Source: an optimization exercise on an open RTL-to-GDS flow (aim: small area, a short achievable clock period and few clock cycles per item). Production flows keep margins and buffers that such runs may drop. Only simulation tests tie the RTL to the original design; equivalence was not proved. No activity file was given, so power comes from the tool's default toggle rates.

## design/flow/design.v

```verilog
module integer_alu #(
    parameter int UNIT_ID = 3,
    parameter int OPW     = 32
) (
    input  logic         Clk,
    input  logic         Reset,
    input  logic [15:0]  address,
    input  logic         nRead,
    input  logic         nWrite,
    input  logic [255:0] ExeDataOut,
    output logic [255:0] IntDataOut,
    output logic         IntErr
);
    localparam logic [7:0] OP_ADD = 8'h10;
    localparam logic [7:0] OP_SUB = 8'h11;
    localparam logic [7:0] OP_MUL = 8'h12;
    localparam logic [7:0] OP_DIV = 8'h13;
    logic [255:32] src1_hi_q, src2_hi_q;
    logic [31:0]   a, b;
    logic          v1_q, v2_q;
    logic [63:0]   res_q;
    logic [7:0]    op_q;
    logic          done_q, err_q, busy_q, mul_q;
    logic [3:0]    cnt_q;
    logic [3:0]    dig_q;
    logic       unit_sel, wr_en, rd_en, start;
    logic [4:0] idx_hit;
    logic [7:0] wop;
    assign unit_sel = (address[15:12] == UNIT_ID[3:0]);
    assign wr_en    = unit_sel && !nWrite;
    assign rd_en    = unit_sel && !nRead;
    for (genvar gi = 0; gi < 5; gi++) begin : g_idx
        assign idx_hit[gi] = (address[11:0] == 12'(gi));
    end
    assign start = wr_en && idx_hit[3] && !busy_q;
    assign wop   = ExeDataOut[7:0];
    always_comb begin
        IntDataOut = '0;
        if (rd_en) begin
            if (idx_hit[0]) IntDataOut = {v1_q ? src1_hi_q : 224'b0, a};
            if (idx_hit[1]) IntDataOut = {v2_q ? src2_hi_q : 224'b0, b};
            if (idx_hit[2]) IntDataOut = {192'b0, res_q};
            if (idx_hit[3]) IntDataOut = {248'b0, op_q};
            if (idx_hit[4]) IntDataOut = {255'b0, done_q};
        end
    end
    assign IntErr = err_q;
    logic [32:0] sum33, dif33;
    assign sum33 = {1'b0, a} + {1'b0, b};
    assign dif33 = {1'b0, a} - {1'b0, b};
    logic [7:0] nz;
    logic [2:0] tdm;
    logic       a_zero, b_zero;
    always_comb begin
        for (int k = 0; k < 8; k++) nz[k] = |a[4*k +: 4];
        tdm[2] = |nz[7:4];
        tdm[1] = tdm[2] ? |nz[7:6] : |nz[3:2];
        tdm[0] = tdm[2] ? (tdm[1] ? nz[7] : nz[5]) : (tdm[1] ? nz[3] : nz[1]);
        a_zero = ~|nz;
        b_zero = ~|b;
    end
    function automatic [4:0] lzc32(input [31:0] x);
        logic [15:0] x16;
        logic [7:0]  x8;
        logic [3:0]  x4;
        logic [1:0]  x2;
        logic [4:0]  z;
        z[4] = ~|x[31:16];
        x16  = z[4] ? x[15:0] : x[31:16];
        z[3] = ~|x16[15:8];
        x8   = z[3] ? x16[7:0] : x16[15:8];
        z[2] = ~|x8[7:4];
        x4   = z[2] ? x8[3:0] : x8[7:4];
        z[1] = ~|x4[3:2];
        x2   = z[1] ? x4[1:0] : x4[3:2];
        z[0] = ~x2[1];
        lzc32 = z;
    endfunction
    logic [31:0] fa, fb;
    logic        a_lt;
    logic [4:0]  za, zb, s5;
    logic [3:0]  k0;
    logic [31:0] r0;
    always_comb begin
        fa[31] = a[31];
        fb[31] = b[31];
        for (int k = 30; k >= 0; k--) begin
            fa[k] = fa[k+1] | a[k];
            fb[k] = fb[k+1] | b[k];
        end
    end
    assign a_lt = |(fb & ~fa);
    assign za   = lzc32(a);
    assign zb   = lzc32(b);
    assign s5   = zb - za;
    assign k0   = s5[4:1];
    assign r0   = a >> ({k0, 1'b0} + 6'd2);
    logic [33:0] b3_q;
    logic [33:0] m1, m2, m3;
    assign m1 = {2'b0, b};
    assign m2 = {1'b0, b, 1'b0};
    assign m3 = b3_q;
    function automatic [33:0] mult(input [1:0] d, input [33:0] x1, input [33:0] x2, input [33:0] x3);
        mult = ({34{d == 2'd1}} & x1) | ({34{d == 2'd2}} & x2) | ({34{d == 2'd3}} & x3);
    endfunction
    logic [33:0] mh, ml;
    logic [63:0] mul_next;
    assign mh       = mult(dig_q[3:2], m1, m2, m3);
    assign ml       = mult(dig_q[1:0], m1, m2, m3);
    assign mul_next = {res_q[59:0], 4'b0} + {28'b0, mh, 2'b0} + {30'b0, ml};
    logic [33:0] xd;
    logic [34:0] t1, t2, t3;
    logic [31:0] rn;
    logic [1:0]  qd;
    always_comb begin
        xd = {res_q[63:32], dig_q[1:0]};
        t1 = {1'b0, xd} - {1'b0, m1};
        t2 = {1'b0, xd} - {1'b0, m2};
        t3 = {1'b0, xd} - {1'b0, m3};
        if (!t3[34])      begin qd = 2'd3; rn = t3[31:0]; end
        else if (!t2[34]) begin qd = 2'd2; rn = t2[31:0]; end
        else if (!t1[34]) begin qd = 2'd1; rn = t1[31:0]; end
        else              begin qd = 2'd0; rn = xd[31:0]; end
    end
    logic [63:0] div_next;
    assign div_next = {rn, res_q[29:0], qd};
    logic [3:0] cnt_m1;
    assign cnt_m1 = cnt_q - 4'd1;
    logic is_add, is_sub, is_mul, is_div;
    assign is_add = (wop == OP_ADD);
    assign is_sub = (wop == OP_SUB);
    assign is_mul = (wop == OP_MUL);
    assign is_div = (wop == OP_DIV);
    logic [63:0] res_start, res_busy;
    logic        div_go, mul_go;
    assign div_go = is_div && !b_zero && !a_lt;
    assign mul_go = is_mul && !a_zero && !b_zero;
    always_comb begin
        res_start = ({64{is_add}} & {31'b0, sum33})
                  | ({64{is_sub}} & {31'b0, dif33})
                  | ({64{is_div}} & (b_zero ? {a, 32'hFFFF_FFFF} : a_lt ? {a, 32'b0} : {r0, 32'b0}));
        res_busy  = mul_q ? mul_next : div_next;
    end
    always_ff @(posedge Clk) b3_q <= {2'b0, b} + {1'b0, b, 1'b0};
    always_ff @(posedge Clk) begin
        if (wr_en && idx_hit[0] && !busy_q) src1_hi_q <= ExeDataOut[255:32];
        if (wr_en && idx_hit[1] && !busy_q) src2_hi_q <= ExeDataOut[255:32];
    end
    always_ff @(posedge Clk) begin
        if (Reset) begin
            a      <= '0;
            b      <= '0;
            v1_q   <= 1'b0;
            v2_q   <= 1'b0;
            res_q  <= '0;
            op_q   <= '0;
            done_q <= 1'b0;
            err_q  <= 1'b0;
            busy_q <= 1'b0;
            mul_q  <= 1'b0;
            cnt_q  <= '0;
            dig_q  <= '0;
        end else begin
            if (wr_en && idx_hit[0] && !busy_q) begin
                a    <= ExeDataOut[31:0];
                v1_q <= 1'b1;
            end
            if (wr_en && idx_hit[1] && !busy_q) begin
                b    <= ExeDataOut[31:0];
                v2_q <= 1'b1;
            end
            if (start) begin
                op_q   <= wop;
                res_q  <= res_start;
                done_q <= !(div_go || mul_go);
                busy_q <= div_go || mul_go;
                mul_q  <= is_mul;
                err_q  <= !(is_add || is_sub || is_mul || is_div) || (is_div && b_zero);
                cnt_q  <= is_mul ? {1'b0, tdm} : k0;
                dig_q  <= is_mul ? a[4*tdm +: 4] : {2'b0, a[2*k0 +: 2]};
            end else if (busy_q) begin
                res_q <= res_busy;
                cnt_q <= cnt_m1;
                dig_q <= mul_q ? a[4*cnt_m1[2:0] +: 4] : {2'b0, a[2*cnt_m1 +: 2]};
                if (cnt_q == 4'd0) begin
                    busy_q <= 1'b0;
                    done_q <= 1'b1;
                end
            end
        end
    end
endmodule
```

## design/flow/flow/run.sh

```bash
#!/bin/bash
set -euo pipefail
export BUFFER_PORTS_ARGS="-buffer_cell sky130_fd_sc_hd__buf_2"
bash standard.sh > standard.log 2>&1
```

## design/flow/standard.sh

```bash
#!/bin/bash
# synth_recipe.tcl (not shown) runs the flow's synth.tcl, then flattens the netlist and writes it again
# the make line also repeats each setting of config.mk as NAME=value (left out here)
make -C /OpenROAD-flow-scripts/flow DESIGN_CONFIG=/design/flow/config.mk WORK_HOME=/design/flow/orfs CLKGATE_MAP_FILE= SYNTH_SCRIPT=/design/flow/synth_recipe.tcl "${@:-finish}"
```

## design/flow/config.mk

```make
export PLATFORM = sky130hd
export DESIGN_NAME = integer_alu
export DESIGN_NICKNAME = integer_alu
export VERILOG_FILES = /design/flow/design.v
export SDC_FILE = /design/flow/constraint.sdc
export NUM_CORES = 4
export LEC_CHECK = 0
export CAP_MARGIN = 20
export CORE_MARGIN = 2
export CORE_UTILIZATION = 35
export SETUP_SLACK_MARGIN = 1.0
export SLEW_MARGIN = 20
```

## design/flow/constraint.sdc

```tcl
create_clock -name core_clock -period 5.5 [get_ports {Clk}]
set_input_delay 1.1000 -clock core_clock [delete_from_list [all_inputs] [get_ports {Clk}]]
set_output_delay 1.1000 -clock core_clock [all_outputs]
set_load 0.01 [all_outputs]
```

==> notes.md <==
## final timing paths
path,startpoint,endpoint,depth (start not counted)
worst max register to register,dig_q[1],res_q[59],18
worst min-delay path,b[0],b3_q[0],0
worst min register to register,b[0],b3_q[0],0
worst max-delay path,dig_q[1],res_q[59],18
## logic make-up (layout without fill, tap and decap cells)
group / Yosys count / in the layout
fa+ha+maj: 292 / 292
buf+inv: 459 / 1177
other cells: 0 / 13
mux: 169 / 169
simple gates: 1366 / 1367
compound gates: 1493 / 1493
flops: 632 / 632
xor+xnor: 179 / 179
## synthesized netlist by cell type (117+ instances only)
master / count / area [sq um]
a21o_1: 117 / 878.3
edfxtp_1: 448 / 13450
a21oi_1: 406 / 2032
nor2_1: 520 / 1952
o21ai_0: 269 / 1346
xnor2_1: 123 / 1077
nand2_1: 422 / 1584
mux2i_1: 126 / 1261
a22oi_1: 203 / 1524
ha_1: 254 / 3178
inv_1: 155 / 581.8
dfxtp_1: 184 / 3684
clkbuf_1: 266 / 998.5
## report_power, final
group | internal, mW | switching [mW]
sequential | 5.08 | 0.0000289
combinational | 0.0997 | 0.153
clock | 2.85 | 2.26
total | 8.03 | 2.41
## metal layers
layer	global-route usage, %	wire length [um]	up-vias
li1	-	-	18450
met1	34.27	71030	19710
met2	44.67	82620	2048
met3	7.052	16820	497
met4	15.97	12370	28
met5	0	173	-
## worst reg2reg max path, cell delays in order, from the launching register on
cell and delay (ns):
dfxtp_4 0.39, buf_8 0.16, mux2i_2 0.22, o21ai_2 0.07
fa_1 0.48, fa_2 0.37, a21o_1 0.19, a21o_1 0.20
a2111oi_4 0.42, o21a_2 0.24, o2111ai_4 0.21, a31oi_1 0.23
buf_4 0.17, o21ai_4 0.08, a22oi_2 0.29, nor2_1 0.10
xnor2_1 0.13, a22o_1 0.27, o32ai_2 0.26
## layout make-up
type | instances | area (sq um) | share of cell area (%)
Timing Repair Buffer | 884 | 5891 | 11.10
Clock inverter | 47 | 563.0 | 1.061
Multi-Input combinational cell | 3500 | 24860 | 46.84
Inverter | 159 | 613.1 | 1.155
Sequential cell | 632 | 17170 | 32.35
Clock buffer | 87 | 1932 | 3.640
Tap cell | 1612 | 2017 | 3.800
Antenna cell | 13 | 32.53 | 0.06129
## sequential cells by signal, summed over array words and instances, names as in the netlist
name / cells
mul_q: 1
op_q: 8
b3_q: 34
a: 32
done_q: 1
v1_q: 1
err_q: 1
b: 32
src1_hi_q: 224
src2_hi_q: 224
dig_q: 4
cnt_q: 4
res_q: 64
busy_q: 1
v2_q: 1
## timing repair
action,in CTS,in global routing
pin swaps,22,88
endpoints found under the hold margin,0,0
gates cloned,3,4
gates resized for setup,107,239
endpoints found under the setup margin,281,223
setup buffers,29,47
==> results by group <==
Synthesis
  – Seq/Total Area, Yosys: roughly two fifths
  – Synth Area in XOR/XNOR: roughly 3.7%
  – Post-Synthesis Cells: 4590
  – Ys flop type: edfxtp_1
  – Number of enable flip-flop cells after synthesis: ~450
  – Post-synth ARST share: 0%
  – Library cells used by synthesis: between 100 and 150
  – Multiplexer share of the synthesized area: between 4 and 5%
  – Post-Synth Simple-Gate Area: approximately 14%
  – Mapped Nets: around 5200
  – Mapped cell area: between 40000 and 50000 sq um
  – Synth Register Bits: ~630
  – Largest family of logic cells by synthesized area: compound AO/OA/AOI/OAI gates
  – Synth Area in Compound Gates: between 20% and 30%
  – Post-synthesis adder-cell area fraction: a little under a tenth
  – Yosys warns: 1
  – Syn Area/Cell: ~9.2 sq um

Floorplan
  – Die Footprint: 123900 sq um
  – Chip width: around 350 um
  – Chip height: approximately 350 um
  – I/O Pins: approximately 530
  – Row count: roughly 130
  – Core area: between 100000 and 150000 sq um
  – Initial core utilization: 35.32%

Routing
  – Routed wire length: roughly 180000 um
  – Vias: between 40000 and 50000
  – Wire per inst: between 20 and 30 um
  – DRT iter0 DRCs: 4096
  – Antenna Nets Post-Route: 0
  – Routed vias/inst: approximately 5.9
  – Drt pass-1 iters: 6
  – # DRC: 0

Timing
  – Final hold vios: 0
  – Clock skew: 0.04167 ns
  – Max Freq: approximately 220 MHz
  – Fin crit period: approximately 4.6 ns
  – Final Cycle Share: 84.04%
  – Unrepaired setup endpoints after global routing: true
  – WHS: ~0.44 ns
  – Relative max-transition margin: about a fifth
  – Worst setup margin: ~0.88 ns
  – Fin Setup TNS: 0 ns
  – Endpoints failing setup: 0
  – Worst slew pin tran: around 1.2 ns
  – Pins over their slew limit: 0

Finish
  – Area delta synth->final: 25.26%
  – Fillcell total: 11660
  – Final #Nets: between 5000 and 6000
  – Final non-filler cell total: between 6000 and 7000
  – Commonest non-fill, non-tap cells in the layout: buf_2, nor2_1, edfxtp_1
  – Post-Route Utilization: between 40% and 50%
  – Commonest non-fill, non-tap cell in the layout: buf_2
  – Fin area: around 53000 sq um
  – Share of cells above drive strength 1: 24.30%

Critical path
  – Startpoint types: flip-flop
  – Crit. End Element: flip-flop
  – Crit path cell chain: buf_8, mux2i_2, o21ai_2, fa_1, fa_2, a21o_1, a21o_1, a2111oi_4, o21a_2, o2111ai_4, a31oi_1, buf_4, o21ai_4, a22oi_2, nor2_1, xnor2_1, a22o_1, o32ai_2
  – CP most frequent cell: a21o_1
  – Worst path bufs/invs: 2
  – Crit path kind: reg -> reg
  – Largest stage delay, worst path: between 0.4 and 0.5 ns
  – Worst-path fanout max: 6
  – Cell family with most CP delay: compound AO/OA/AOI/OAI gates
  – Reg2reg setup slack: around 0.88 ns
  – CP max-delay cell: fa_1
  – Data arrival, critical path: approximately 5.2 ns
  – Crit path required time: 6.07 ns

Global routing
  – Vias in the first global route: approximately 39000
  – Largest net degree at the start of global routing: between 90 and 100
  – First-pass GRT wire length: between 200000 and 300000 um
  – Initial antenna violation count: 35
  – Grt total ovfl: 0
  – Tot GR Track Use: between 20% and 30%

CTS
  – Clk buf depth: 3
  – CTS tree: done
  – H-tree depth: 3
  – CTS buffer count: 75
  – Clk slew on worst S/H paths: roughly 0.060 ns
  – CTS root buffer: clkbuf_16
  – Clock latency (worst-skew pair): roughly 0.69 ns
  – CTS Sinks: approximately 630
  – Hold_buf cts: 0

Placement
  – Dpl hpwl: about 130000 um
  – Placed Instances: approximately 6700
  – IO Port Bufs: 532
  – Setup slack after placement: roughly 0.17 ns
  – Placer Congestion: about 1.0
  – Placed Area: 48300 sq um

Power and ir drop
  – Leakage: 20.72 nW
  – Pwr Density: 196.8 nW/um^2
  – Pwr Total: roughly 10 mW
  – Peak VDD IR: 0.2743 mV

Hold path
  – Worst hold path type: reg -> reg

Flow run
  – Max Cap Viol: 0

Outcome
  – Status: complete, no violations
Testbench counts, summed over its fixed seeds: cycles 13,392, ops 2,400.

-- what the ideal ports hide --
Ports are ideal in the flow. The routed layout listed here was re-timed in OpenROAD. Step 1 sets driving cells, clkbuf_16 on the clock port and buf_2 on the other inputs (assumed; they add their load-dependent delay and slew). Step 2 moves the port delays by t, midway between the first and last clock arrival at a register: inputs arrive t later, outputs are due t later. That takes back most of the time a late clock gives input paths. a / b / c = no drivers / after step 1 / after step 2; a / b = the first two.
t, ns: 0.764
slack for setup (ns): 0.878 / 0.878 / 0.693
hold WS [ns]: 0.442 / 0.442 / 0.442
After both steps this run still meets setup and hold. For this run, drivers alone change the setup slack by 0.000 ns; drivers and shift together by -0.185 ns.
